Background: an optimization exercise with open tools, aiming at small area, a short achievable clock period and few clock cycles per item. Do not read the settings as production practice. Where RTL was checked, it was by simulation tests only, not by an equivalence proof against the original. No functional check of the RTL was part of runs 2 to 6.

==> flow/flow/run.sh <==
#!/bin/bash
# Standard layout, with plain buf_1 cells as the port buffers and power
# recovery (downsizing of gates off the critical paths) after global route.
set -e
cp config.mk config_mk.log
echo 'export BUFFER_PORTS_ARGS = -buffer_cell sky130_fd_sc_hd__buf_1' >> config.mk
echo 'export RECOVER_POWER = 100' >> config.mk
bash standard.sh > standard.log 2>&1
==> flow/standard.sh <==
#!/bin/bash
# synth_recipe.tcl (not shown) runs the flow's synth.tcl, then flattens the netlist and writes it again
# the make line also repeats each setting of config.mk as NAME=value (left out here)
make -C /OpenROAD-flow-scripts/flow DESIGN_CONFIG=/design/flow/config.mk WORK_HOME=/design/flow/orfs CLKGATE_MAP_FILE= SYNTH_SCRIPT=/design/flow/synth_recipe.tcl "${@:-finish}"
==> flow/config.mk <==
export PLATFORM = sky130hd
export DESIGN_NAME = sha1_core
export DESIGN_NICKNAME = sha1_core
export VERILOG_FILES = /design/flow/design.v
export SDC_FILE = /design/flow/constraint.sdc
export NUM_CORES = 4
export LEC_CHECK = 0
export ABC_AREA = 1
export CAP_MARGIN = 20
export CORE_MARGIN = 2
export CORE_UTILIZATION = 40
export SETUP_SLACK_MARGIN = 4
export SLEW_MARGIN = 20
export BUFFER_PORTS_ARGS = -buffer_cell sky130_fd_sc_hd__buf_1
export RECOVER_POWER = 100
==> flow/constraint.sdc <==
create_clock -name core_clock -period 8.5 [get_ports {clk}]
set_input_delay 1.7000 -clock core_clock [delete_from_list [all_inputs] [get_ports {clk}]]
set_output_delay 1.7000 -clock core_clock [all_outputs]
set_load 0.01 [all_outputs]
==> flow/design.v <==
`default_nettype none
package sha1_pkg;
	localparam int word_bits    = 32;
	localparam int block_words  = 16;
	localparam int digest_words = 5;
	typedef logic [word_bits-1:0]              word_t;
	typedef logic [block_words*word_bits-1:0]  block_t;
	typedef logic [digest_words*word_bits-1:0] digest_t;
	typedef logic [1:0] group_t;
	localparam digest_t init_hash = {
		32'h67452301,
		32'hEFCDAB89,
		32'h98BADCFE,
		32'h10325476,
		32'hC3D2E1F0
	};
	localparam logic [4*word_bits-1:0] k_const = {
		32'hCA62C1D6,
		32'h8F1BBCDC,
		32'h6ED9EBA1,
		32'h5A827999
	};
	localparam int round_count = 80;
	localparam int group_len   = 20;
endpackage
`default_nettype wire
`default_nettype none
`timescale 1ns/10ps
module sha1_core (
	input  logic              clk,
	input  logic              reset,
	input  logic              start,
	input  sha1_pkg::block_t  block,
	output logic              busy,
	output logic              done,
	output sha1_pkg::digest_t hash
);
	localparam logic [31:0] iv_a = sha1_pkg::init_hash[159:128];
	localparam logic [31:0] iv_b = sha1_pkg::init_hash[127:96];
	localparam logic [31:0] iv_c = sha1_pkg::init_hash[95:64];
	localparam logic [31:0] iv_d = sha1_pkg::init_hash[63:32];
	localparam logic [31:0] iv_e = sha1_pkg::init_hash[31:0];
	localparam logic [31:0] k0   = sha1_pkg::k_const[31:0];
	localparam logic [31:0] z0   = ((iv_b & iv_c) | (~iv_b & iv_d)) + iv_e + k0;
	function automatic logic [31:0] rotl5(input logic [31:0] x);
		rotl5 = {x[26:0], x[31:27]};
	endfunction
	function automatic logic [31:0] rotl30(input logic [31:0] x);
		rotl30 = {x[1:0], x[31:2]};
	endfunction
	function automatic logic [31:0] rotl1(input logic [31:0] x);
		rotl1 = {x[30:0], x[31]};
	endfunction
	function automatic logic [31:0] kof(input logic [1:0] g);
		kof = sha1_pkg::k_const[g*32 +: 32];
	endfunction
	function automatic logic [1:0] gof(input logic [5:0] t);
		if (t < 6'd10)
			gof = 2'd0;
		else if (t < 6'd20)
			gof = 2'd1;
		else if (t < 6'd30)
			gof = 2'd2;
		else
			gof = 2'd3;
	endfunction
	function automatic logic [31:0] fof(input logic ch, input logic maj,
		input logic [31:0] x, input logic [31:0] y, input logic [31:0] z);
		if (ch)
			fof = (x & y) | (~x & z);
		else if (maj)
			fof = (x & y) | (x & z) | (y & z);
		else
			fof = x ^ y ^ z;
	endfunction
	logic           accept;
	logic           last;
	logic [5:0]     cnt;
	logic [1:0]     g_cur;       
	logic [1:0]     g_nxt;       
	logic           cur_ch, cur_maj, nxt_ch, nxt_maj;
	logic           fin;         
	logic [31:0]    a, b, c, d, e, p;
	logic [31:0]    win [16];
	logic [31:0]    x [18];
	logic [31:0]    a1, a2;
	logic [31:0]    z1s, z1c, t1, t2;
	logic [31:0]    s2, c2;
	logic [31:0]    f2, kn, wn, ps, pc, fx, fy, sx, cx, sy, cy, s4, c4, s3, c3, p_next;
	assign accept = start && !busy;
	assign last   = (cnt == 6'd39);
	always_comb
	begin
		for (int i = 0; i < 16; i++)
			x[i] = win[i];
		for (int j = 0; j < 2; j++)
			x[16 + j] = rotl1(x[13 + j] ^ x[8 + j] ^ x[2 + j] ^ x[j]);
	end
	assign a1 = rotl5(a) + p;
	always_comb
	begin
		t1  = fof(cur_ch, cur_maj, a, rotl30(b), c);
		t2  = fin ? (kof(2'd3) + iv_a) : kof(g_cur);
		s2  = t1 ^ t2 ^ d;
		c2  = {((t1 & t2) | (t1 & d) | (t2 & d)), 1'b0} ;
		z1s = s2 ^ c2 ^ x[1];
		z1c = {((s2 & c2) | (s2 & x[1]) | (c2 & x[1])), 1'b0};
	end
	always_comb
	begin
		s3 = rotl5(a1) ^ z1s ^ z1c;
		c3 = {((rotl5(a1) & z1s) | (rotl5(a1) & z1c) | (z1s & z1c)), 1'b0};
	end
	assign a2 = s3 + c3;
	always_comb
	begin
		kn = fin ? iv_e : kof(g_nxt);
		wn = fin ? 32'd0 : x[2];
		ps = c ^ kn ^ wn;
		pc = {((c & kn) | (c & wn) | (kn & wn)), 1'b0};
		fy = fof(nxt_ch, nxt_maj, 32'd0, rotl30(a), rotl30(b)) & {32{!fin}};
		fx = fof(nxt_ch, nxt_maj, 32'hFFFFFFFF, rotl30(a), rotl30(b)) & {32{!fin}};
		for (int i = 0; i < 32; i++)
			f2[i] = a1[i] ? fx[i] : fy[i];
		s4 = f2 ^ ps ^ pc;
		c4 = (f2 & ps) | (f2 & pc) | (ps & pc);
	end
	assign p_next = s4 + {c4[30:0], 1'b0};
	always_ff @(posedge clk)
	begin
		if (accept)
		begin
			for (int i = 0; i < 16; i++)
				win[i] <= block[(15 - i) * 32 +: 32];
			a       <= iv_a;
			b       <= iv_b;
			c       <= iv_c;
			d       <= iv_d;
			e       <= iv_e;
			p       <= block[511:480] + z0;
			cnt     <= 6'd0;
			g_cur   <= 2'd0;
			g_nxt   <= 2'd0;
			cur_ch  <= 1'b1;
			cur_maj <= 1'b0;
			nxt_ch  <= 1'b1;
			nxt_maj <= 1'b0;
			fin     <= 1'b0;
		end
		else
		begin
			for (int i = 0; i < 16; i++)
				win[i] <= x[i + 2];
			a       <= a2;
			b       <= a1;
			c       <= rotl30(a);
			d       <= rotl30(b);
			e       <= c;
			p       <= p_next;
			cnt     <= cnt + 6'd1;
			g_cur   <= g_nxt;
			g_nxt   <= gof(cnt + 6'd2);
			cur_ch  <= nxt_ch;
			cur_maj <= nxt_maj;
			nxt_ch  <= (gof(cnt + 6'd2) == 2'd0);
			nxt_maj <= (gof(cnt + 6'd2) == 2'd2);
			fin     <= (cnt == 6'd38);
		end
	end
	always_ff @(posedge clk)
	begin
		if (reset)
		begin
			busy <= 1'b0;
			done <= 1'b0;
		end
		else
		begin
			done <= busy && last;
			busy <= accept || (busy && !last);
		end
	end
	assign hash = {a, b + iv_b, c + iv_c, d + iv_d, p};
endmodule
`default_nettype wire
==> results.py, run 1 <==
metrics = {
    "status": {
        "status": "failed layout checks",
        "so_faults": "max-capacitance violations, max-slew violations",
    },
    "logic_synthesis": {
        "mappedNetlistNets": 6229,
        "seq_area_frac_synth_pct": 35.08,
        "syn_area_per_cell_sq_um": 7.346,
        "synthDistinctLibCells": 66,
        "async_flop_share_pct": 0,
        "synth_area_leader_cell": "dfxtp_1",
        "synth_most_common_cell": "nand2_1",
        "yosysWarnings": 3,
        "synth.area.top_cells": "dfxtp_1 35%, nand2_1 18%, fa_1 9.1%",
        "synth_ff_type": "dfxtp_1",
        "synth_edf_count": 0,
        "synth_top_area_share_pct": 35.08,
        "synth_cells": 5352,
        "synth.ff_latch_count": 689,
        "synth_area_sq_um": 39320,
        "synth_commonest_cells": "1,903 x nand2_1, 689 x dfxtp_1, 472 x inv_1",
    },
    "cells_and_area": {
        "nets": 6937,
        "drive_gt1_share_pct": 11.26,
        "syn2layout_area_growth_pct": 23.64,
        "finalNonFillerCells": 7405,
    },
    "detailed_routing": {
        "drt-met1-wl_um": 71830,
        "wl_um": 166000,
        "firstDrtPassIters": 5,
        "vias": 37970,
        "routed.top_layer": "met5",
        "met3WireLength_um": 11570,
        "drtIter0Drc": 3275,
        "dr_wl_met2_um": 75570,
        "wl_per_cell_um": 22.42,
        "drc": 0,
        "ant_nets": 0,
        "vias_per_cell": 5.128,
    },
    "placement": {
        "dp_hpwl_um": 130800,
        "dp.cells": 7137,
        "gp_congestion": 1.004,
        "io_buffer_count": 676,
    },
    "setup_path": {
        "rr_startpoint": "a[29]$_SDFF_PP1_",
        "cp_max_fo": 184,
        "cp.arrival_ns": 6.74,
        "cp-endpoint": "win[11][24]$_DFF_P_",
        "critPathLaunch": "start",
        "ff2ff_path_depth": 28,
        "r2r_slack_ns": 2.41,
        "criticalPathCategory": "input port to register",
        "critPathCaptureType": "register",
        "cp-start-kind": "input port",
        "reg2reg_to": "a[27]$_SDFF_PP0_",
        "worstPathRequired_ns": 9.07,
    },
    "flow_run": {
        "cap_violations": 3,
    },
    "die": {
        "start_util_pct": 40.54,
        "io_pins": 677,
        "die_h_um": 317.5,
        "core_area_sq_um": 96990,
        "fp.dieArea_sq_um": 100800,
        "die_width_um": 317.5,
        "rows": 114,
    },
    "sta": {
        "period_share_pct": 72.51,
        "skew_ns": 0.03928,
        "setup_viol": 0,
        "clock.fmax_ghz": 0.1623,
        "rsz0062_at_grt": "true",
        "worst_slew_pin_slew_ns": 4.035,
        "maxSlewViolCount": 489,
        "tns_ns": 0,
        "period_minus_slack_ns": 6.163,
        "hold_viol": 0,
        "relSlewSlack_pct": -169.0,
    },
    "clocking": {
        "clock_latency_ns": 0.66,
        "cts_tree": "built",
        "numCtsBuffers": 80,
        "cts-root-buf": "clkbuf_16",
        "clkSlewWorstSetupHoldPaths_ns": 0.06,
        "ctsHoldBuffers": 0,
        "cts_sinks": 689,
        "htreeDepth": 3,
        "clock_path_buffers": 3,
    },
    "grt": {
        "grt_max_degree": 253,
        "grt_usage_pct": 31.80,
        "grt_antenna_before_repair": 20,
        "grt_pass1_vias": 36700,
        "grt_pass1_wl_um": 238700,
        "gr-total-overflow": 0,
    },
    "worst_hold_path": {
        "hp-class": "register to register",
    },
}
[layout by cell type (no fill, tap or decap), types with 16 or more instances in the layout]
cell,n
nand2_1,1875
buf_1,664
dfxtp_1,619
inv_1,441
nor2_1,394
o21ai_0,241
a21oi_1,234
fa_1,175
xor2_1,141
xnor2_1,130
ha_1,128
nand3_1,119
buf_4,98
clkbuf_16,80
a21oi_2,52
o21ai_1,41
dfxtp_2,40
ha_4,38
clkbuf_1,38
nand2_2,35
dfxtp_4,30
nand4_1,29
nor2_2,27
clkbuf_8,23
nor3_1,22
inv_2,19
nand3_2,18
o21ai_2,18
a31oi_1,17
nand2_4,17
ha_2,17
a21o_1,16
[stage by stage]
step                utilization, %  hold slack [ns]  worst slack, ns  cell area (sq um)
floorplan                        -           0.3960            4.092              39320
global placement             44.23           0.3988            2.785              42900
detailed placement           44.23           0.4015            2.682              42900
CTS                          48.93           0.4070            3.943              47450
global route                 50.11           0.4208            1.992              48600
finish                       50.12           0.3978            2.337              48610
[worst min path at each step]
stage	start	end	slack, ns	depth (start not counted)
floorplan	win[12][0]$_DFF_P_	win[10][0]$_DFF_P_	0.40	2
global placement	win[7][22]$_DFF_P_	win[5][22]$_DFF_P_	0.40	2
detailed placement	win[10][29]$_DFF_P_	win[8][29]$_DFF_P_	0.40	2
CTS	win[5][13]$_DFF_P_	win[3][13]$_DFF_P_	0.41	2
global route	win[5][13]$_DFF_P_	win[3][13]$_DFF_P_	0.42	2
finish	win[4][3]$_DFF_P_	win[2][3]$_DFF_P_	0.40	2
[layout make-up]
type | instances | area, sq um
Fill cell | 9844 | 48380
Inverter | 478 | 1852
Clock buffer | 118 | 2375
Tap cell | 1276 | 1597
Clock inverter | 24 | 427.9
Timing Repair Buffer | 811 | 3669
Sequential cell | 689 | 13960
Multi-Input combinational cell | 4000 | 24710
Antenna cell | 9 | 22.52
[routing by layer]
| metal | GRT usage [%] | up-vias |
|---|---|---|
| li1 | - | 18280 |
| met1 | 42.61 | 17930 |
| met2 | 51.40 | 1487 |
| met3 | 5.098 | 265 |
| met4 | 12.31 | 16 |
| met5 | 0 | - |
[what timing repair did]
item / in CTS / in global routing
gates cloned: 0 / 0
setup buffers: 47 / 70
endpoints found under the setup margin: 97 / 64
pin swaps: 51 / 104
gates resized for setup: 426 / 321
[sequential cells by signal, indices dropped and copies added, names as in the netlist]
name and cells:
c 32, cnt 6, busy 1, win 512, b 32, d 32, g_cur 2, p 32
nxt_ch 1, done 1, fin 1, cur_ch 1, a 32, cur_maj 1, g_nxt 2, nxt_maj 1
[cells by family (layout without fill, tap and decap cells)]
kind of cell / Yosys count / after routing / share of synthesized area (%)
AOI/OAI and AO/OA: 748 / 748 / 10.73
xor gates and xnor gates: 291 / 291 / 6.521
adders and majority gates: 362 / 362 / 14.94
buffers and inverters: 663 / 1431 / 6.508
DFF: 689 / 689 / 35.08
other: 0 / 9 / 0
and+or+nand+nor: 2599 / 2599 / 26.22
[critical path: stages]
cell and delay (ns):
buf_1 0.08, inv_1 0.05, nor2_1 0.05, buf_12 0.32
inv_8 0.59, clkbuf_2 2.62, nand2_1 0.64, nand2_1 0.20
Testbench counts, summed over its fixed seeds: cycles 5,248, items 128.
==> run 2: changes to the inputs <==
--- a/flow/design.v
+++ b/flow/design.v
@@ -80,13 +80,13 @@
 	logic [1:0]     g_nxt;       
 	logic           cur_ch, cur_maj, nxt_ch, nxt_maj;
 	logic           fin;         
-	logic [31:0]    a, b, c, d, e, p;
+	logic [31:0]    a, b, c, d, p;
 	logic [31:0]    win [16];
 	logic [31:0]    x [18];
 	logic [31:0]    a1, a2;
 	logic [31:0]    z1s, z1c, t1, t2;
 	logic [31:0]    s2, c2;
-	logic [31:0]    f2, kn, wn, ps, pc, fx, fy, sx, cx, sy, cy, s4, c4, s3, c3, p_next;
+	logic [31:0]    f2, cn, kn, wn, ps, pc, fx, fy, sx, cx, sy, cy, s4, c4, s3, c3, p_next;
 	assign accept = start && !busy;
 	assign last   = (cnt == 6'd39);
 	always_comb
@@ -114,12 +114,26 @@
 	assign a2 = s3 + c3;
 	always_comb
 	begin
-		kn = fin ? iv_e : kof(g_nxt);
-		wn = fin ? 32'd0 : x[2];
-		ps = c ^ kn ^ wn;
-		pc = {((c & kn) | (c & wn) | (kn & wn)), 1'b0};
-		fy = fof(nxt_ch, nxt_maj, 32'd0, rotl30(a), rotl30(b)) & {32{!fin}};
-		fx = fof(nxt_ch, nxt_maj, 32'hFFFFFFFF, rotl30(a), rotl30(b)) & {32{!fin}};
+		if (!busy)
+		begin
+			kn = z0;
+			wn = block[511:480];
+		end
+		else if (fin)
+		begin
+			kn = iv_e;
+			wn = 32'd0;
+		end
+		else
+		begin
+			kn = kof(g_nxt);
+			wn = x[2];
+		end
+		cn = c & {32{busy}};
+		ps = cn ^ kn ^ wn;
+		pc = {((cn & kn) | (cn & wn) | (kn & wn)), 1'b0};
+		fy = fof(nxt_ch, nxt_maj, 32'd0, rotl30(a), rotl30(b)) & {32{busy && !fin}};
+		fx = fof(nxt_ch, nxt_maj, 32'hFFFFFFFF, rotl30(a), rotl30(b)) & {32{busy && !fin}};
 		for (int i = 0; i < 32; i++)
 			f2[i] = a1[i] ? fx[i] : fy[i];
 		s4 = f2 ^ ps ^ pc;
@@ -128,7 +142,8 @@
 	assign p_next = s4 + {c4[30:0], 1'b0};
 	always_ff @(posedge clk)
 	begin
-		if (accept)
+		p <= p_next;
+		if (!busy)
 		begin
 			for (int i = 0; i < 16; i++)
 				win[i] <= block[(15 - i) * 32 +: 32];
@@ -136,8 +151,6 @@
 			b       <= iv_b;
 			c       <= iv_c;
 			d       <= iv_d;
-			e       <= iv_e;
-			p       <= block[511:480] + z0;
 			cnt     <= 6'd0;
 			g_cur   <= 2'd0;
 			g_nxt   <= 2'd0;
@@ -155,8 +168,6 @@
 			b       <= a1;
 			c       <= rotl30(a);
 			d       <= rotl30(b);
-			e       <= c;
-			p       <= p_next;
 			cnt     <= cnt + 6'd1;
 			g_cur   <= g_nxt;
 			g_nxt   <= gof(cnt + 6'd2);
==> flow/flow/run.sh (replaced) <==
#!/bin/bash
# Standard layout, with plain buf_1 cells as the port buffers.
set -e
cp standard.sh standard_sh.log
cp config.mk config_mk.log
echo 'export BUFFER_PORTS_ARGS = -buffer_cell sky130_fd_sc_hd__buf_1' >> config.mk
bash standard.sh > standard.log 2>&1
--- a/flow/config.mk
+++ b/flow/config.mk
@@ -9,7 +9,7 @@
 export CAP_MARGIN = 20
 export CORE_MARGIN = 2
 export CORE_UTILIZATION = 40
+export PLACE_DENSITY = 0.8
 export SETUP_SLACK_MARGIN = 4
 export SLEW_MARGIN = 20
 export BUFFER_PORTS_ARGS = -buffer_cell sky130_fd_sc_hd__buf_1
-export RECOVER_POWER = 100
==> results.py, run 2 <==
metrics = {
    "grt": {
        "gr-total-overflow": 0,
        "grt_antenna_before_repair": 21,
        "grt_max_degree": 231,
        "grt_usage_pct": 34.20,
        "grt_pass1_vias": 36870,
        "grt_pass1_wl_um": 247500,
    },
    "cells_and_area": {
        "drive_gt1_share_pct": 14.75,
        "finalNonFillerCells": 7359,
        "seq_area_sq_um": 14060,
        "syn2layout_area_growth_pct": 26.70,
        "nets": 6882,
        "largest_reg_flops": 512,
        "multi_input_area_sq_um": 24820,
        "final_common_cell": "nand2_1",
        "largest-register": "win",
        "fillers": 9218,
        "layout_common_cells": "1,961 x nand2_1, 671 x buf_1, 576 x dfxtp_1, 487 x inv_1, 222 x o21ai_0",
    },
    "logic_synthesis": {
        "synthSimpleGateAreaFrac_pct": 25.52,
        "synth_ff_type": "dfxtp_1",
        "syn_area_per_cell_sq_um": 7.408,
        "synth_commonest_cells": "2,019 x nand2_1, 689 x dfxtp_1, 507 x inv_1",
        "synth.area.top_cells": "dfxtp_1 35%, nand2_1 19%, fa_1 9.3%",
        "synth_edf_count": 0,
        "async_flop_share_pct": 0,
        "synth_top_area_share_pct": 35.26,
        "synthAdderAreaFrac_pct": 14.99,
        "yosysWarnings": 3,
        "synth.ff_latch_count": 689,
        "synth_most_common_cell": "nand2_1",
        "seq_area_frac_synth_pct": 35.26,
        "synth_xor_area_share_pct": 7.378,
        "synth_cells": 5281,
        "synth_area_leader_cell": "dfxtp_1",
        "synth_top_family_by_area": "simple AND/OR/NAND/NOR gates",
        "synth_mux_area_share_pct": 0,
        "synth_compound_area_share_pct": 9.911,
        "synth_area_sq_um": 39120,
        "synthDistinctLibCells": 61,
        "mappedNetlistNets": 6156,
    },
    "sta": {
        "hold_viol": 0,
        "setup_viol": 0,
        "period_minus_slack_ns": 4.618,
        "tns_ns": 0,
        "period_share_pct": 54.33,
        "skew_ns": 0.05265,
        "rsz0062_at_grt": "true",
        "clock.fmax_ghz": 0.2166,
        "worst_slew_pin_slew_ns": 0.9346,
        "relSlewSlack_pct": 37.21,
        "maxSlewViolCount": 0,
    },
    "setup_path": {
        "cp.arrival_ns": 5.12,
        "cp_slowest_cell": "fa_1",
        "cp_num_buf_inv": 3,
        "critPathCaptureType": "register",
        "crit_path_cell_trace": "fa_1, o21ai_2, o21ai_4, fa_1, inv_2, fa_1, fa_1, inv_2, ha_4, fa_2, nand2_2, nand2_2, o21ai_4, o21ai_4, nand2_2, nand2_4, buf_4, a21oi_1",
        "criticalPathCategory": "register to register",
        "cp_max_fo": 4,
        "cpPeakStageDelay_ns": 0.56,
        "path_delay_family": "adder cells",
        "cp_common_cell": "fa_1",
        "cp-start-kind": "register",
        "worstPathRequired_ns": 9.01,
    },
    "detailed_routing": {
        "drc": 0,
        "wl_um": 179800,
        "wl_per_cell_um": 24.43,
        "vias_per_cell": 5.355,
        "firstDrtPassIters": 6,
        "ant_nets": 0,
        "drtIter0Drc": 4598,
        "vias": 39410,
    },
    "clocking": {
        "clock_path_buffers": 3,
        "cts_tree": "built",
        "cts_sinks": 689,
        "ctsHoldBuffers": 0,
        "clkSlewWorstSetupHoldPaths_ns": 0.07,
        "htreeDepth": 3,
        "clock_latency_ns": 0.68,
        "cts-root-buf": "clkbuf_16",
        "numCtsBuffers": 79,
    },
    "status": {
        "status": "finished clean",
    },
    "die": {
        "core_area_sq_um": 96850,
        "die_h_um": 316.7,
        "fp.dieArea_sq_um": 100300,
        "rows": 114,
        "io_pins": 677,
        "die_width_um": 316.7,
        "start_util_pct": 40.39,
    },
    "placement": {
        "io_buffer_count": 676,
        "dp_hpwl_um": 139600,
        "gp_congestion": 1.118,
        "dp.cells": 7075,
    },
    "worst_hold_path": {
        "hp-class": "register to register",
    },
    "flow_run": {
        "cap_violations": 0,
    },
}
run 2: timing repair:
action                     CTS  global route
resized for setup          382           390
setup endpoints to repair   92            68
buffers inserted            47            71
gates cloned                 4             5
pin swaps                   36           103
run 2: area by class of cell:
cell class                 count  share of cell area, %
clock inverter                37                  1.244
inverter                     524                  4.069
timing repair buffer         837                  8.413
antenna                       15                0.07573
multi-input combinational   3875                  50.07
sequential                   689                  28.37
clock buffer                 105                  4.511
tap                         1276                  3.221
timing repair inverter         1                0.01767
run 2: final timing paths:
kind / start / endpoint / slack (ns) / cells after the start
worst max register to register: b[3]$_SDFF_PN1_ / a[15]$_SDFF_PN0_ / 3.88 / 18
worst min register to register: win[11][29]$_DFF_P_ / win[9][29]$_DFF_P_ / 0.42 / 2
worst max-delay path: b[3]$_SDFF_PN1_ / a[15]$_SDFF_PN0_ / 3.88 / 18
worst min-delay path: win[11][29]$_DFF_P_ / win[9][29]$_DFF_P_ / 0.42 / 2
run 2: tightest hold or removal path: stages (launching register included):
cell	delay, ns
dfxtp_1	0.30
nand2_1	0.06
nand2_1	0.06
run 2: logic make-up (layout without fill, tap and decap cells):
group           count (synthesis)  after routing
other cells                     0             15
buf+inv                       717           1504
simple gates                 2507           2507
flops                         689            689
fa+ha+maj                     360            360
compound gates                681            681
xor+xnor                      327            327
run 2: per-stage QoR:
step	instance area (sq um)	hold WS, ns	util (%)	worst slack (ns)
4_1_cts	47350	0.4228	48.89	3.946
3_3_place_gp	42820	0.4042	44.21	2.633
5_1_grt	49560	0.4327	51.18	3.795
2_1_floorplan	39130	0.4030	-	4.061
6_report	49570	0.4206	51.18	3.882
3_5_place_dp	42820	0.4087	44.21	2.733
run 2: layer usage:
layer  vias to the layer above  part of all wire (%)  global-route usage [%]
li1                      17950                     -                       -
met1                     18560                    38                   44.23
met2                      2413                    44                   52.08
met3                       472                    12                   9.045
met4                         8                   6.2                   18.63
met5                         -                 0.028                       0
==> run 3: changes to the inputs <==
--- a/flow/config.mk
+++ b/flow/config.mk
@@ -9,7 +9,8 @@
 export CAP_MARGIN = 20
 export CORE_MARGIN = 2
 export CORE_UTILIZATION = 40
-export PLACE_DENSITY = 0.8
+export CTS_CLUSTER_DIAMETER = 150
+export CTS_CLUSTER_SIZE = 20
 export SETUP_SLACK_MARGIN = 4
 export SLEW_MARGIN = 20
 export BUFFER_PORTS_ARGS = -buffer_cell sky130_fd_sc_hd__buf_1
==> results.py, run 3 <==
metrics = {
    "setup_path": {
        "cp_max_fo": 5,
        "cp-start-kind": "register",
        "cp_num_buf_inv": 2,
        "worstPathRequired_ns": 9.02,
        "path_delay_family": "adder cells",
        "cp.arrival_ns": 5.09,
        "cpPeakStageDelay_ns": 0.51,
        "crit_path_cell_trace": "fa_1, a21oi_2, nand2_2, o21ai_4, fa_1, fa_1, inv_1, fa_1, ha_2, a21oi_4, o21ai_0, a21oi_2, o21ai_4, nand2_1, nand2_1, inv_1, o21bai_1, nand2_1, nand2_1, nor2_2",
        "criticalPathCategory": "register to register",
        "r2r_slack_ns": 3.93,
        "cp_slowest_cell": "fa_1",
        "critPathCaptureType": "register",
    },
    "logic_synthesis": {
        "synth_ff_type": "dfxtp_1",
        "synth_top_family_by_area": "simple AND/OR/NAND/NOR gates",
        "synthAdderAreaFrac_pct": 14.99,
        "synth_area_sq_um": 39120,
        "synth_xor_area_share_pct": 7.378,
        "seq_area_frac_synth_pct": 35.26,
        "synth.ff_latch_count": 689,
        "async_flop_share_pct": 0,
        "synth_cells": 5281,
        "synthDistinctLibCells": 61,
        "yosysWarnings": 3,
        "synth_commonest_cells": "2,019 x nand2_1, 689 x dfxtp_1, 507 x inv_1",
        "synth_mux_area_share_pct": 0,
        "mappedNetlistNets": 6156,
        "synth_area_leader_cell": "dfxtp_1",
        "synth_compound_area_share_pct": 9.911,
        "synth_most_common_cell": "nand2_1",
        "syn_area_per_cell_sq_um": 7.408,
        "synthSimpleGateAreaFrac_pct": 25.52,
        "synth_top_area_share_pct": 35.26,
        "synth.area.top_cells": "dfxtp_1 35%, nand2_1 19%, fa_1 9.3%",
        "synth_edf_count": 0,
    },
    "placement": {
        "gp_congestion": 1.084,
        "place_area_sq_um": 42780,
        "io_buffer_count": 676,
        "pre_cts_ws_ns": 2.838,
        "dp_hpwl_um": 139200,
    },
    "die": {
        "fp.dieArea_sq_um": 100300,
        "io_pins": 677,
        "core_area_sq_um": 96850,
        "die_width_um": 316.7,
        "rows": 114,
        "die_h_um": 316.7,
        "start_util_pct": 40.39,
    },
    "clocking": {
        "clock_path_buffers": 3,
        "numCtsBuffers": 41,
        "htreeDepth": 2,
        "ctsHoldBuffers": 0,
        "cts-root-buf": "clkbuf_16",
        "clock_latency_ns": 0.63,
        "cts_tree": "built",
        "cts_sinks": 689,
        "clkSlewWorstSetupHoldPaths_ns": 0.11,
    },
    "sta": {
        "hold_viol": 0,
        "relSlewSlack_pct": 30.69,
        "setup_viol": 0,
        "maxSlewViolCount": 0,
        "worst_slew_pin_slew_ns": 1.040,
        "rsz0062_at_grt": "true",
        "tns_ns": 0,
        "skew_ns": 0.04691,
        "clock.fmax_ghz": 0.2187,
        "setup_slack_ns": 3.927,
        "period_share_pct": 53.80,
        "period_minus_slack_ns": 4.573,
    },
    "cells_and_area": {
        "layout_common_cells": "1,965 x nand2_1, 667 x buf_1, 564 x dfxtp_1, 490 x inv_1, 223 x o21ai_0",
        "syn2layout_area_growth_pct": 20.96,
        "nets": 6827,
        "drive_gt1_share_pct": 12.83,
        "final_core_util_pct": 48.86,
        "largest_reg_flops": 512,
        "largest-register": "win",
        "final_common_cell": "nand2_1",
        "stdcell_area_sq_um": 47320,
    },
    "detailed_routing": {
        "vias_per_cell": 5.240,
        "ant_nets": 0,
        "wl_um": 177200,
        "wl_per_cell_um": 24.49,
        "drtIter0Drc": 4023,
        "vias": 37920,
        "firstDrtPassIters": 8,
        "drc": 0,
    },
    "grt": {
        "gr-total-overflow": 0,
        "grt_pass1_vias": 35990,
        "grt_pass1_wl_um": 246400,
        "grt_antenna_before_repair": 28,
        "grt_usage_pct": 34.12,
        "grt_max_degree": 114,
    },
    "flow_run": {
        "cap_violations": 0,
    },
    "status": {
        "status": "finished clean",
    },
    "worst_hold_path": {
        "hp-class": "register to register",
    },
}
[run 3: cell counts after synthesis]
Identical to the previous run, type by type.
[run 3: layout make-up]
cell class | count | area, sq um
Clock inverter | 4 | 92.59
Antenna cell | 5 | 12.51
Tap cell | 1276 | 1597
Fill cell | 9866 | 49530
Inverter | 524 | 2021
Multi-Input combinational cell | 3875 | 24420
Timing Repair Buffer | 820 | 3970
Timing Repair inverter | 1 | 8.758
Clock buffer | 43 | 1055
Sequential cell | 689 | 14150
[run 3: final timing paths]
path | start | endpoint | cells past startpoint
worst max-delay path | b[7]$_SDFF_PN1_ | a[20]$_SDFF_PN0_ | 20
worst min-delay path | win[11][17]$_DFF_P_ | win[9][17]$_DFF_P_ | 2
worst max register to register | b[7]$_SDFF_PN1_ | a[20]$_SDFF_PN0_ | 20
worst min register to register | win[11][17]$_DFF_P_ | win[9][17]$_DFF_P_ | 2
[run 3: logic make-up after synthesis]
| family | Yosys count |
|---|---|
| adder cells (fa/ha/maj) | 360 |
| flip-flops | 689 |
| buffers and inverters | 717 |
| AO/OA/AOI/OAI | 681 |
| AND/OR/NAND/NOR | 2507 |
| XOR/XNOR | 327 |
[run 3: what timing repair did]
item,CTS,global route
setup buffers,48,62
setup endpoints to repair,93,67
hold endpoints to repair,0,0
pin swaps,36,86
gates cloned,5,2
resized for setup,374,358
[run 3: layer usage]
metal	global-route usage, %	vias up	wire length (um)
met4	16.67	28	10200
met3	8.510	391	17810
met1	44.54	17870	71240
met5	0	-	187
li1	-	17760	-
met2	52.71	1867	77770
[run 3: through the flow]
step                hold slack [ns]  cells
finish                       0.4096   7237
global route                 0.4327   7235
CTS                          0.4033   7168
detailed placement           0.4080   7068
global placement             0.4060   7068
floorplan                    0.4030   5281
[run 3: tightest hold or removal path: cells and delay by family, from the launching register on]
kind	cells	cell delay (ns)
DFF	1	0.31
and+or+nand+nor	2	0.09
==> run 4: changes to the inputs <==
--- a/flow/design.v
+++ b/flow/design.v
@@ -73,6 +73,7 @@
 		else
 			fof = x ^ y ^ z;
 	endfunction
+	logic           idle;
 	logic           accept;
 	logic           last;
 	logic [5:0]     cnt;
@@ -143,10 +144,10 @@
 	always_ff @(posedge clk)
 	begin
 		p <= p_next;
+		for (int i = 0; i < 16; i++)
+			win[i] <= (x[i + 2] & {32{busy}}) | (block[(15 - i) * 32 +: 32] & {32{idle}});
 		if (!busy)
 		begin
-			for (int i = 0; i < 16; i++)
-				win[i] <= block[(15 - i) * 32 +: 32];
 			a       <= iv_a;
 			b       <= iv_b;
 			c       <= iv_c;
@@ -162,8 +163,6 @@
 		end
 		else
 		begin
-			for (int i = 0; i < 16; i++)
-				win[i] <= x[i + 2];
 			a       <= a2;
 			b       <= a1;
 			c       <= rotl30(a);
@@ -183,12 +182,14 @@
 		if (reset)
 		begin
 			busy <= 1'b0;
+			idle <= 1'b1;
 			done <= 1'b0;
 		end
 		else
 		begin
 			done <= busy && last;
 			busy <= accept || (busy && !last);
+			idle <= !(accept || (busy && !last));
 		end
 	end
 	assign hash = {a, b + iv_b, c + iv_c, d + iv_d, p};
==> results.py, run 4 <==
metrics = {
    "status": {
        "status": "finished clean",
    },
    "setup_path": {
        "ff2ff_path_depth": 22,
        "cp_common_cell": "fa_1",
        "cp.arrival_ns": 5.06,
        "critPathLaunch": "a[1]$_SDFF_PN0_",
        "r2r_slack_ns": 3.96,
        "cp-endpoint": "a[25]$_SDFF_PN1_",
        "cp_max_fo": 4,
        "crit_path_cell_trace": "buf_6, fa_1, o21ai_2, o21ai_2, fa_1, inv_1, fa_1, fa_1, inv_2, ha_4, fa_2, nand2_2, nand2_2, o21ai_4, inv_2, buf_4, nand4_1, nand3_2, nand2_1, nand2_1, a21oi_1, o21ai_0",
        "cpPeakStageDelay_ns": 0.53,
        "reg2reg_to": "a[25]$_SDFF_PN1_",
        "cp_slowest_cell": "fa_1",
        "criticalPathCategory": "register to register",
        "critPathCaptureType": "register",
        "rr_startpoint": "a[1]$_SDFF_PN0_",
        "cp-start-kind": "register",
        "worstPathRequired_ns": 9.02,
    },
    "cells_and_area": {
        "seq_area_sq_um": 13980,
        "largest_reg_flops": 512,
        "final_core_util_pct": 48.60,
        "final_common_cell": "buf_1",
        "layout_common_cells": "672 x buf_1, 664 x nand2_1, 613 x dfxtp_1, 547 x inv_1, 417 x a22o_1",
        "finalNonFillerCells": 6384,
        "fillers": 9429,
        "nets": 5968,
        "drive_gt1_share_pct": 13.61,
        "largest-register": "win",
        "syn2layout_area_growth_pct": 20.85,
        "multi_input_area_sq_um": 23250,
    },
    "clocking": {
        "cts_sinks": 690,
        "clock_path_buffers": 3,
        "cts_tree": "built",
        "clkSlewWorstSetupHoldPaths_ns": 0.11,
        "htreeDepth": 2,
        "clock_latency_ns": 0.64,
        "numCtsBuffers": 41,
        "ctsHoldBuffers": 0,
        "cts-root-buf": "clkbuf_16",
    },
    "detailed_routing": {
        "wl_per_cell_um": 27.86,
        "ant_nets": 0,
        "drc": 0,
        "firstDrtPassIters": 6,
        "vias": 35340,
        "vias_per_cell": 5.536,
        "wl_um": 177900,
        "drtIter0Drc": 3537,
    },
    "logic_synthesis": {
        "synth_edf_count": 0,
        "syn_area_per_cell_sq_um": 8.571,
        "synth_commonest_cells": "703 x nand2_1, 690 x dfxtp_1, 570 x inv_1",
        "synth.ff_latch_count": 690,
        "synth.area.top_cells": "dfxtp_1 36%, a22o_1 9.6%, fa_1 9.5%",
        "synth_area_leader_cell": "dfxtp_1",
        "synth_ff_type": "dfxtp_1",
        "mappedNetlistNets": 5320,
        "synth_most_common_cell": "nand2_1",
        "synthDistinctLibCells": 56,
        "synth_area_sq_um": 38100,
        "yosysWarnings": 3,
        "synth_top_area_share_pct": 36.26,
        "synth_cells": 4445,
        "seq_area_frac_synth_pct": 36.26,
        "async_flop_share_pct": 0,
    },
    "die": {
        "io_pins": 677,
        "start_util_pct": 40.22,
        "die_h_um": 312.6,
        "die_width_um": 312.6,
        "core_area_sq_um": 94730,
        "rows": 113,
        "fp.dieArea_sq_um": 97730,
    },
    "sta": {
        "setup_viol": 0,
        "tns_ns": 0,
        "skew_ns": 0.03871,
        "period_share_pct": 53.45,
        "fin_hold_ws_ns": 0.4407,
        "clock.fmax_ghz": 0.2201,
        "relSlewSlack_pct": 22.04,
        "maxSlewViolCount": 0,
        "hold_viol": 0,
        "period_minus_slack_ns": 4.543,
        "worst_slew_pin_slew_ns": 1.169,
        "rsz0062_at_grt": "true",
    },
    "grt": {
        "grt_usage_pct": 34.84,
        "grt_max_degree": 206,
        "grt_antenna_before_repair": 46,
        "gr-total-overflow": 0,
        "grt_pass1_vias": 33340,
        "grt_pass1_wl_um": 244400,
    },
    "placement": {
        "gp_congestion": 1.057,
        "dp_hpwl_um": 142300,
        "io_buffer_count": 676,
        "dp.cells": 6244,
    },
    "worst_hold_path": {
        "hp-class": "register to register",
    },
    "flow_run": {
        "cap_violations": 0,
    },
}
## run 4: layout make-up
cell class / count / share of cell area, %
Tap cell: 1265 / 3.438
Timing Repair Buffer: 794 / 8.305
Clock inverter: 5 / 0.2201
Antenna cell: 21 / 0.1141
Multi-Input combinational cell: 2988 / 50.49
Inverter: 578 / 4.777
Clock buffer: 43 / 2.291
Sequential cell: 690 / 30.36
## run 4: worst max-delay path: cells and delay by family, from the launching register on
family          cells  cell delay [ns]
fa+ha+maj           6             2.50
simple gates        6             0.60
compound gates      5             0.55
buf+inv             5             0.43
flops               1             0.33
## run 4: per-stage QoR
stage	setup WS (ns)	instance area, sq um
detailed placement	3.071	41890
floorplan	4.011	38110
global placement	3.078	41890
CTS	3.937	44460
finish	3.957	46040
global route	3.848	46030
## run 4: what timing repair did
item                                    CTS  global route
buffers inserted                         27            38
cloned                                    4             1
pin swaps                                34            76
resized for setup                       294           317
endpoints found under the setup margin   85            70
hold endpoints to repair                  0             0
## run 4: cells by family after synthesis
group / synth area share [%]
simple gates: 13.79
flops: 36.26
buf+inv: 7.609
xor+xnor: 6.181
fa+ha+maj: 15.39
compound gates: 20.77
## run 4: how the worst min path moves through the flow
| stage | slack (ns) | start | cells past startpoint | to |
|---|---|---|---|---|
| 3_3_place_gp | 0.43 | win[7][26]$_DFF_P_ | 1 | win[5][26]$_DFF_P_ |
| 4_1_cts | 0.44 | win[10][13]$_DFF_P_ | 1 | win[8][13]$_DFF_P_ |
| 5_1_grt | 0.46 | win[10][12]$_DFF_P_ | 1 | win[8][12]$_DFF_P_ |
| 3_5_place_dp | 0.44 | win[11][16]$_DFF_P_ | 1 | win[9][16]$_DFF_P_ |
| 2_1_floorplan | 0.43 | win[12][0]$_DFF_P_ | 1 | win[10][0]$_DFF_P_ |
| 6_report | 0.44 | win[10][11]$_DFF_P_ | 1 | win[8][11]$_DFF_P_ |
## run 4: per-layer routing
layer / global-route usage, % / share of wire, % / vias up
met5: 0 / 0.10 / -
met4: 15.12 / 5.2 / 28
met3: 7.212 / 8.3 / 384
met2: 57.44 / 47 / 1717
met1: 44.18 / 40 / 17020
li1: - / - / 16200
==> run 5: changes to the inputs <==
--- a/flow/config.mk
+++ b/flow/config.mk
@@ -11,6 +11,6 @@
 export CORE_UTILIZATION = 40
 export CTS_CLUSTER_DIAMETER = 150
 export CTS_CLUSTER_SIZE = 20
-export SETUP_SLACK_MARGIN = 4
+export SETUP_SLACK_MARGIN = 4.5
 export SLEW_MARGIN = 20
 export BUFFER_PORTS_ARGS = -buffer_cell sky130_fd_sc_hd__buf_1
==> results.py, run 5 <==
metrics = {
    "status": {
        "status": "finished clean",
    },
    "placement": {
        "dp_hpwl_um": 140300,
        "io_buffer_count": 676,
        "place_area_sq_um": 42090,
        "gp_congestion": 1.037,
        "dp.cells": 6232,
    },
    "cells_and_area": {
        "largest-register": "win",
        "fillers": 8805,
        "finalNonFillerCells": 6626,
        "largest_reg_flops": 512,
        "nets": 6217,
        "final_common_cell": "buf_1",
        "multi_input_area_sq_um": 26130,
        "layout_common_cells": "607 x buf_1, 570 x dfxtp_1, 550 x nand2_1, 496 x inv_1, 417 x a22o_1",
        "seq_area_sq_um": 14180,
        "syn2layout_area_growth_pct": 35.46,
        "stdcell_area_sq_um": 51610,
        "drive_gt1_share_pct": 27.51,
    },
    "setup_path": {
        "rr_startpoint": "c[14]$_SDFF_PN1_",
        "cp.arrival_ns": 4.98,
        "cp-start-kind": "register",
        "cp_common_cell": "fa_1",
        "worstPathRequired_ns": 9.01,
        "cpPeakStageDelay_ns": 0.64,
        "crit_path_cell_trace": "fa_1, o21ai_1, o21ai_2, fa_1, inv_2, fa_1, fa_1, inv_2, ha_4, a21oi_4, o21ai_1, inv_1, nor2_1, nor2_2, inv_1, a21oi_2, nand2_2, a21oi_2, o21ai_2",
        "criticalPathCategory": "register to register",
        "ff2ff_path_depth": 19,
        "cp_max_fo": 5,
        "r2r_slack_ns": 4.03,
        "cp_slowest_cell": "fa_1",
        "critPathCaptureType": "register",
        "reg2reg_to": "a[29]$_SDFF_PN1_",
    },
    "detailed_routing": {
        "wl_per_cell_um": 27.63,
        "vias_per_cell": 5.621,
        "drtIter0Drc": 3457,
        "ant_nets": 0,
        "vias": 37250,
        "wl_um": 183100,
        "drc": 0,
        "firstDrtPassIters": 9,
    },
    "logic_synthesis": {
        "synth_commonest_cells": "703 x nand2_1, 690 x dfxtp_1, 570 x inv_1",
        "synth_top_area_share_pct": 36.26,
        "synth_compound_area_share_pct": 20.77,
        "synth_top_family_by_area": "compound AO/OA/AOI/OAI gates",
        "synth_xor_area_share_pct": 6.181,
        "synth.area.top_cells": "dfxtp_1 36%, a22o_1 9.6%, fa_1 9.5%",
        "synthAdderAreaFrac_pct": 15.39,
        "yosysWarnings": 3,
        "mappedNetlistNets": 5320,
        "synth_area_sq_um": 38100,
        "synth_ff_type": "dfxtp_1",
        "seq_area_frac_synth_pct": 36.26,
        "synthSimpleGateAreaFrac_pct": 13.79,
        "syn_area_per_cell_sq_um": 8.571,
        "synth_cells": 4445,
        "synth_area_leader_cell": "dfxtp_1",
        "synth_most_common_cell": "nand2_1",
        "async_flop_share_pct": 0,
        "synthDistinctLibCells": 56,
        "synth_edf_count": 0,
        "synth.ff_latch_count": 690,
        "synth_mux_area_share_pct": 0,
    },
    "sta": {
        "skew_ns": 0.02738,
        "hold_viol": 0,
        "rsz0062_at_grt": "true",
        "relSlewSlack_pct": 23.15,
        "maxSlewViolCount": 0,
        "setup_viol": 0,
        "period_share_pct": 52.60,
        "clock.fmax_ghz": 0.2237,
        "tns_ns": 0,
        "period_minus_slack_ns": 4.471,
        "worst_slew_pin_slew_ns": 1.153,
    },
    "die": {
        "die_h_um": 312.6,
        "core_area_sq_um": 94730,
        "rows": 113,
        "start_util_pct": 40.22,
        "io_pins": 677,
        "die_width_um": 312.6,
        "fp.dieArea_sq_um": 97730,
    },
    "clocking": {
        "cts_sinks": 690,
        "cts_tree": "built",
        "numCtsBuffers": 40,
        "htreeDepth": 2,
        "clkSlewWorstSetupHoldPaths_ns": 0.10,
        "cts-root-buf": "clkbuf_16",
        "clock_path_buffers": 3,
        "ctsHoldBuffers": 0,
        "clock_latency_ns": 0.64,
    },
    "grt": {
        "gr-total-overflow": 0,
        "grt_usage_pct": 35.21,
        "grt_pass1_wl_um": 248100,
        "grt_max_degree": 234,
        "grt_antenna_before_repair": 32,
        "grt_pass1_vias": 35100,
    },
    "flow_run": {
        "cap_violations": 0,
    },
    "worst_hold_path": {
        "hp-start": "win[6][13]$_DFF_P_",
        "hp-class": "register to register",
        "min_path_cells": 1,
        "whs_endpoint": "win[4][13]$_DFF_P_",
    },
}
-- run 5: metal layers --
layer	part of all wire (%)	vias up	GRT usage, %
met3	8.9	556	7.212
li1	-	16730	-
met1	38	17930	42.85
met4	7.7	26	21.79
met5	0.098	-	0
met2	46	2009	57.25
-- run 5: worst max-delay path by stage --
| stage | from | endpoint | slack [ns] | cells after the start |
|---|---|---|---|---|
| 6_report | c[14]$_SDFF_PN1_ | a[29]$_SDFF_PN1_ | 4.03 | 19 |
| 5_1_grt | g_cur[1]$_SDFF_PN0_ | a[27]$_SDFF_PN0_ | 3.93 | 20 |
| 4_1_cts | c[15]$_SDFF_PN1_ | a[27]$_SDFF_PN0_ | 4.07 | 19 |
| 3_5_place_dp | fin$_SDFF_PN0_ | p[27]$_DFF_P_ | 3.33 | 17 |
| 3_3_place_gp | cur_ch$_SDFF_PN1_ | a[27]$_SDFF_PN0_ | 3.29 | 18 |
| 2_1_floorplan | block[482] | p[27]$_DFF_P_ | 4.10 | 16 |
-- run 5: stage by stage --
stage	hold slack [ns]	setup slack [ns]	utilization [%]
after floorplan	0.4331	4.103	-
after global placement	0.4355	3.289	44.43
after detailed placement	0.4396	3.334	44.43
after CTS	0.4511	4.075	51.36
after global routing	0.4581	3.927	54.47
final	0.4448	4.029	54.48
-- run 5: cell type report --
class                           instances  share of cell area [%]
Inverter                              578                   4.446
Clock buffer                           44                   2.010
Timing Repair Buffer                 1044                   12.15
Clock inverter                          4                  0.1649
Tap cell                             1265                   3.067
Antenna cell                           13                 0.06303
Multi-Input combinational cell       2988                   50.63
Sequential cell                       690                   27.48
-- run 5: cell families (layout without fill, tap and decap cells) --
| kind of cell | count (synthesis) | after routing |
|---|---|---|
| simple gates | 1235 | 1235 |
| compound gates | 1125 | 1125 |
| buf+inv | 767 | 1670 |
| flops | 690 | 690 |
| fa+ha+maj | 360 | 360 |
| xor+xnor | 268 | 268 |
| other cells | 0 | 13 |
-- run 5: what timing repair did --
item | in CTS | in global routing
endpoints found under the setup margin | 130 | 121
buffers inserted | 216 | 110
pin swaps | 183 | 265
gates cloned | 3 | 4
gates resized for setup | 975 | 505
hold endpoints to repair | 0 | 0
-- run 5: worst max-delay path, delay by kind of cell, from the launching register on --
kind | cells | cell delay [ns]
adder cells (fa/ha/maj) | 5 | 2.39
buffers and inverters | 4 | 0.28
AO/OA/AOI/OAI | 7 | 0.90
flip-flops | 1 | 0.48
AND/OR/NAND/NOR | 3 | 0.32
==> run 6: changes to the inputs <==
--- a/flow/config.mk
+++ b/flow/config.mk
@@ -11,6 +11,7 @@
 export CORE_UTILIZATION = 40
 export CTS_CLUSTER_DIAMETER = 150
 export CTS_CLUSTER_SIZE = 20
-export SETUP_SLACK_MARGIN = 4.5
+export SETUP_SLACK_MARGIN = 4
 export SLEW_MARGIN = 20
+export TNS_END_PERCENT = 20
 export BUFFER_PORTS_ARGS = -buffer_cell sky130_fd_sc_hd__buf_1
==> results.py, run 6 <==
metrics = {
    "status": {
        "status": "finished clean",
    },
    "clocking": {
        "clock_path_buffers": 3,
        "numCtsBuffers": 41,
        "clkSlewWorstSetupHoldPaths_ns": 0.11,
        "cts-root-buf": "clkbuf_16",
        "cts_sinks": 690,
        "htreeDepth": 2,
        "cts_tree": "built",
        "clock_latency_ns": 0.64,
        "ctsHoldBuffers": 0,
    },
    "detailed_routing": {
        "firstDrtPassIters": 6,
        "vias_per_cell": 5.540,
        "vias": 35320,
        "ant_nets": 0,
        "drc": 0,
        "wl_um": 177400,
        "wl_per_cell_um": 27.83,
        "drtIter0Drc": 3758,
    },
    "grt": {
        "grt_busiest_layer": "met2",
        "gr-total-overflow": 0,
        "grt_pass1_wl_um": 243400,
        "grt_pass1_vias": 33210,
        "use_met2_pct": 57.31,
        "grt_use_met1_pct": 43.91,
        "grt_max_degree": 206,
        "grt_antenna_before_repair": 47,
        "grt_usage_pct": 34.68,
        "grt_use_met3_pct": 7.185,
    },
    "cells_and_area": {
        "syn2layout_area_growth_pct": 20.01,
        "largest-register": "win",
        "drive_gt1_share_pct": 12.54,
        "nets": 5957,
        "final_common_cell": "buf_1",
        "largest_reg_flops": 512,
        "layout_common_cells": "675 x buf_1, 671 x nand2_1, 616 x dfxtp_1, 554 x inv_1, 417 x a22o_1",
    },
    "logic_synthesis": {
        "synth_cells": 4445,
        "synth_area_sq_um": 38100,
        "seq_area_frac_synth_pct": 36.26,
        "synth_ff_type": "dfxtp_1",
        "synth_most_common_cell": "nand2_1",
        "async_flop_share_pct": 0,
        "yosysWarnings": 3,
        "syn_area_per_cell_sq_um": 8.571,
        "synth_area_leader_cell": "dfxtp_1",
        "synth.ff_latch_count": 690,
        "mappedNetlistNets": 5320,
        "synth_commonest_cells": "703 x nand2_1, 690 x dfxtp_1, 570 x inv_1",
        "synth.area.top_cells": "dfxtp_1 36%, a22o_1 9.6%, fa_1 9.5%",
        "synth_edf_count": 0,
        "synthDistinctLibCells": 56,
        "synth_top_area_share_pct": 36.26,
    },
    "setup_path": {
        "cp-start-kind": "register",
        "cp_max_fo": 5,
        "criticalPathCategory": "register to register",
        "worstPathRequired_ns": 9.04,
        "critPathCaptureType": "register",
        "cp.arrival_ns": 5.07,
    },
    "sta": {
        "maxSlewViolCount": 0,
        "hold_viol": 0,
        "clock.fmax_ghz": 0.2207,
        "tns_ns": 0,
        "rsz0062_at_grt": "true",
        "period_minus_slack_ns": 4.530,
        "period_share_pct": 53.30,
        "setup_viol": 0,
        "worst_slew_pin_slew_ns": 1.114,
        "skew_ns": 0.03475,
        "relSlewSlack_pct": 25.72,
    },
    "die": {
        "io_pins": 677,
        "fp.dieArea_sq_um": 97730,
        "die_h_um": 312.6,
        "die_width_um": 312.6,
        "start_util_pct": 40.22,
        "rows": 113,
        "core_area_sq_um": 94730,
    },
    "placement": {
        "gp_congestion": 1.057,
        "io_buffer_count": 676,
        "dp_hpwl_um": 142300,
    },
    "flow_run": {
        "cap_violations": 0,
    },
    "worst_hold_path": {
        "hp-class": "register to register",
    },
}
[run 6: cell counts after synthesis]
No cell type changed its count.
[run 6: final timing paths]
path | from | cells past startpoint | slack [ns] | end
setup / recovery | b[30]$_SDFF_PN1_ | 17 | 3.97 | a[31]$_SDFF_PN0_
hold / removal | win[10][13]$_DFF_P_ | 1 | 0.44 | win[8][13]$_DFF_P_
setup reg to reg | b[30]$_SDFF_PN1_ | 17 | 3.97 | a[31]$_SDFF_PN0_
hold reg to reg | win[10][13]$_DFF_P_ | 1 | 0.44 | win[8][13]$_DFF_P_
[run 6: area by class of cell]
cell class | count | area (sq um)
fillers | 9463 | 49010
multi-input cells | 2988 | 23090
flip-flops and latches | 690 | 13970
repair buffers | 783 | 3666
inverters | 578 | 2197
well taps | 1265 | 1583
clock buffers | 43 | 1055
clock inverters | 5 | 101.3
diodes | 24 | 60.06
[run 6: critical path: stages (launching register included)]
cell and delay [ns]:
dfxtp_1 0.48, fa_1 0.59, o21ai_0 0.07, o22ai_1 0.31, fa_1 0.55, fa_1 0.54
fa_1 0.43, ha_1 0.36, nand2_1 0.08, nand2_1 0.06, a21oi_1 0.16, o21bai_1 0.10
a21oi_1 0.16, o21ai_1 0.12, a21oi_4 0.20, nand3_1 0.11, nand2_1 0.07, nor2_1 0.05
[run 6: metal layers]
layer	wire [um]	vias to the layer above	part of all wire (%)
met5	197	-	0.11
met4	9365	30	5.3
met3	14740	404	8.3
met2	82490	1660	46
met1	70640	17050	40
li1	-	16180	-
[run 6: kinds of logic (layout without fill, tap and decap cells)]
kind of cell,Yosys count,in the layout,share of synthesized area (%)
other,0,24,0
adders and majority gates,360,360,15.39
AOI/OAI and AO/OA,1125,1125,20.77
xor gates and xnor gates,268,268,6.181
DFF,690,690,36.26
and+or+nand+nor,1235,1235,13.79
buffers and inverters,767,1409,7.609
[run 6: per-stage QoR]
stage	worst slack, ns	hold slack, ns	util [%]	cells	instance area (sq um)
floorplan	4.011	0.4331	-	4445	38110
global placement	3.078	0.4338	44.22	6244	41890
detailed placement	3.071	0.4393	44.22	6244	41890
CTS	3.925	0.4416	46.61	6313	44150
global route	3.862	0.4587	48.25	6369	45700
finish	3.970	0.4392	48.27	6376	45720
[run 6: what timing repair did]
| item | CTS | global route |
|---|---|---|
| cloned | 1 | 2 |
| setup buffers | 20 | 36 |
| pin swaps | 28 | 71 |
| gates resized for setup | 248 | 307 |
| setup endpoints to repair | 85 | 71 |
==> run 7: changes to the inputs <==
--- a/flow/design.v
+++ b/flow/design.v
@@ -100,12 +100,12 @@
 	assign a1 = rotl5(a) + p;
 	always_comb
 	begin
+		t2  = fin ? (kof(2'd3) + iv_a) : kof(g_cur);
+		s2  = d ^ t2 ^ x[1];
+		c2  = {((d & t2) | (d & x[1]) | (t2 & x[1])), 1'b0};
 		t1  = fof(cur_ch, cur_maj, a, rotl30(b), c);
-		t2  = fin ? (kof(2'd3) + iv_a) : kof(g_cur);
-		s2  = t1 ^ t2 ^ d;
-		c2  = {((t1 & t2) | (t1 & d) | (t2 & d)), 1'b0} ;
-		z1s = s2 ^ c2 ^ x[1];
-		z1c = {((s2 & c2) | (s2 & x[1]) | (c2 & x[1])), 1'b0};
+		z1s = s2 ^ c2 ^ t1;
+		z1c = {((s2 & c2) | (s2 & t1) | (c2 & t1)), 1'b0};
 	end
 	always_comb
 	begin
--- a/flow/config.mk
+++ b/flow/config.mk
@@ -13,5 +13,4 @@
 export CTS_CLUSTER_SIZE = 20
 export SETUP_SLACK_MARGIN = 4
 export SLEW_MARGIN = 20
-export TNS_END_PERCENT = 20
 export BUFFER_PORTS_ARGS = -buffer_cell sky130_fd_sc_hd__buf_1
==> results.py, run 7 <==
metrics = {
    "status": {
        "status": "finished clean",
    },
    "die": {
        "core_area_sq_um": 94730,
        "rows": 113,
        "start_util_pct": 40.23,
        "io_pins": 677,
        "die_width_um": 312.7,
        "die_h_um": 312.7,
        "fp.dieArea_sq_um": 97760,
    },
    "logic_synthesis": {
        "synth_area_sq_um": 38110,
        "mappedNetlistNets": 5314,
        "synth_most_common_cell": "nand2_1",
        "synth_compound_area_share_pct": 20.57,
        "synth.area.top_cells": "dfxtp_1 36%, a22o_1 9.6%, fa_1 9.5%",
        "synth_mux_area_share_pct": 0,
        "synth_area_leader_cell": "dfxtp_1",
        "synth_commonest_cells": "735 x nand2_1, 690 x dfxtp_1, 568 x inv_1",
        "synthDistinctLibCells": 61,
        "synth_xor_area_share_pct": 6.080,
        "yosysWarnings": 3,
        "seq_area_frac_synth_pct": 36.25,
        "synth_edf_count": 0,
        "synth_top_area_share_pct": 36.25,
        "synth_top_family_by_area": "compound AO/OA/AOI/OAI gates",
        "synth_ff_type": "dfxtp_1",
        "async_flop_share_pct": 0,
        "synthAdderAreaFrac_pct": 15.45,
        "synthSimpleGateAreaFrac_pct": 14.00,
        "synth_cells": 4437,
        "synth.ff_latch_count": 690,
        "syn_area_per_cell_sq_um": 8.589,
    },
    "clocking": {
        "cts_sinks": 690,
        "cts-root-buf": "clkbuf_16",
        "clock_path_buffers": 3,
        "ctsHoldBuffers": 0,
        "numCtsBuffers": 40,
        "clock_latency_ns": 0.65,
        "cts_tree": "built",
        "htreeDepth": 2,
        "clkSlewWorstSetupHoldPaths_ns": 0.10,
    },
    "setup_path": {
        "cp.arrival_ns": 2.75,
        "cp_slowest_cell": "dfxtp_4",
        "criticalPathCategory": "register to primary output",
        "cp_num_buf_inv": 3,
        "critPathCaptureType": "primary output",
        "cp-start-kind": "register",
        "cpPeakStageDelay_ns": 0.44,
        "worstPathRequired_ns": 6.80,
        "cp_max_fo": 9,
        "path_delay_family": "simple AND/OR/NAND/NOR gates",
        "crit_path_cell_trace": "inv_1, nor2_1, nand3_2, o22ai_4, buf_4, nand2_1, nand3_1, nand2_1, nand3_1, xor2_1, buf_1",
    },
    "sta": {
        "setup_viol": 0,
        "tns_ns": 0,
        "relSlewSlack_pct": 23.17,
        "setup_slack_ns": 4.051,
        "rsz0062_at_grt": "true",
        "maxSlewViolCount": 0,
        "period_minus_slack_ns": 4.449,
        "period_share_pct": 52.34,
        "clock.fmax_ghz": 0.2248,
        "hold_viol": 0,
        "skew_ns": 0.04748,
        "worst_slew_pin_slew_ns": 1.152,
    },
    "worst_hold_path": {
        "hp-class": "register to register",
    },
    "detailed_routing": {
        "ant_nets": 0,
        "vias_per_cell": 5.597,
        "firstDrtPassIters": 6,
        "drtIter0Drc": 3454,
        "wl_um": 185100,
        "drc": 0,
        "wl_per_cell_um": 29.15,
        "vias": 35550,
    },
    "grt": {
        "grt_max_degree": 209,
        "grt_antenna_before_repair": 44,
        "gr-total-overflow": 0,
        "grt_usage_pct": 36.38,
        "grt_pass1_vias": 33530,
        "grt_pass1_wl_um": 252100,
    },
    "placement": {
        "dp_hpwl_um": 150600,
        "io_buffer_count": 676,
        "pre_cts_ws_ns": 2.854,
        "gp_congestion": 1.042,
        "dp.cells": 6234,
    },
    "cells_and_area": {
        "largest_reg_flops": 512,
        "syn2layout_area_growth_pct": 18.83,
        "largest-register": "win",
        "nets": 5935,
        "drive_gt1_share_pct": 11.66,
        "finalNonFillerCells": 6351,
        "final_common_cell": "nand2_1",
        "layout_common_cells": "703 x nand2_1, 675 x buf_1, 627 x dfxtp_1, 554 x inv_1, 417 x a22o_1",
    },
    "flow_run": {
        "cap_violations": 0,
    },
}
[run 7: cell types whose count changed in the layout (fill, tap and decap cells not counted), sizes merged, moves of 8 or more]
cell | before | now
a21oi | 251 | 227
nand2 | 721 | 744
buf | 780 | 759
inv | 575 | 584
nand3 | 123 | 132
o21ai | 226 | 217
nor2 | 242 | 234
[run 7: logic make-up after synthesis]
family                   count (synthesis)
XOR/XNOR                               262
flip-flops                             690
buffers and inverters                  772
AO/OA/AOI/OAI                         1097
AND/OR/NAND/NOR                       1254
adder cells (fa/ha/maj)                362
[run 7: path summary, 6_finish.rpt]
kind | endpoint | slack, ns | cells past startpoint | from
max reg2reg | a[29]$_SDFF_PN1_ | 4.06 | 15 | b[26]$_SDFF_PN1_
min | win[5][19]$_DFF_P_ | 0.45 | 1 | win[7][19]$_DFF_P_
min reg2reg | win[5][19]$_DFF_P_ | 0.45 | 1 | win[7][19]$_DFF_P_
max | hash[123] | 4.05 | 11 | b[10]$_SDFF_PN0_
[run 7: what timing repair did]
item                                    4_1_cts  5_1_grt
buffers inserted                             13       28
endpoints found under the setup margin       87       77
pin swaps                                     9       40
cloned                                        6        0
gates resized for setup                     172      292
endpoints found under the hold margin         0        0
[run 7: metrics by stage]
stage,util [%],hold WS (ns),instance area (sq um)
floorplan,-,0.4331,38120
global placement,44.22,0.4347,41890
detailed placement,44.22,0.4395,41890
CTS,46.27,0.4451,43830
global route,47.79,0.4525,45270
finish,47.81,0.4510,45290
[run 7: cell type report]
type | count | area (sq um)
fillers | 9479 | 49440
clock inverters | 5 | 72.57
repair buffers | 765 | 3427
repair inverters | 1 | 5.005
well taps | 1265 | 1583
multi-input cells | 2976 | 22970
flip-flops and latches | 690 | 13950
diodes | 24 | 60.06
inverters | 584 | 2212
clock buffers | 41 | 1005
[run 7: worst register-to-register path: stages (launching register included)]
cell and delay (ns):
dfxtp_1 0.67, inv_1 0.20, o21ai_0 0.49, o21ai_0 0.34, fa_1 0.60, inv_1 0.05, fa_1 0.47, ha_1 0.40
nand2_1 0.20, inv_1 0.06, a21oi_1 0.21, o211ai_1 0.17, a21oi_1 0.17, nand2_1 0.09, a21oi_1 0.12, o21ai_1 0.12
[run 7: routing by layer]
metal	track usage, %	share of wire (%)	up-vias
li1	-	-	16080
met1	43.72	38	17180
met2	59.18	46	1789
met3	8.072	8.5	466
met4	22.73	7.4	36
met5	0	0.13	-
Testbench counts of run 7, summed over its fixed seeds: cycles 5,248, items 128.

-- separate check: timing with driven ports --
How much do the figures lean on ideal ports? The routed layouts below were timed once more, with nothing changed but the port constraints. Step 1, drivers: a clkbuf_16 drives clk and a buf_2 each remaining input, both assumed. Step 2 moves the port delays by t, midway between the first and last clock arrival at a register: inputs arrive t later, outputs are due t later. That takes back most of the time a late clock gives input paths. a / b / c = no drivers / after step 1 / after step 2; a / b = the first two.
| run | t (ns) | setup slack, ns | worst setup path after step 2 | worst slew at a driven data input, ns |
|---|---|---|---|---|
| run 1 | 0.710 | 2.337 / 2.385 / 1.675 | input to register | 0.17 |
| run 2 | 0.728 | 3.882 / 3.882 / 3.346 | input to register | 0.21 |
| run 3 | 0.684 | 3.927 / 3.927 / 3.496 | input to register | 0.15 |
| run 4 | 0.699 | 3.957 / 3.957 / 3.410 | input to register | 0.22 |
| run 5 | 0.704 | 4.029 / 4.029 / 3.589 | input to register | 0.25 |
| run 6 | 0.701 | 3.970 / 3.940 / 3.279 | input to register | 0.22 |
| run 7 | 0.706 | 4.051 / 3.971 / 3.459 | input to register | 0.21 |
The setup slack of run 6, which loses most, moves by -0.030 ns with the drivers and by -0.691 ns with both steps.
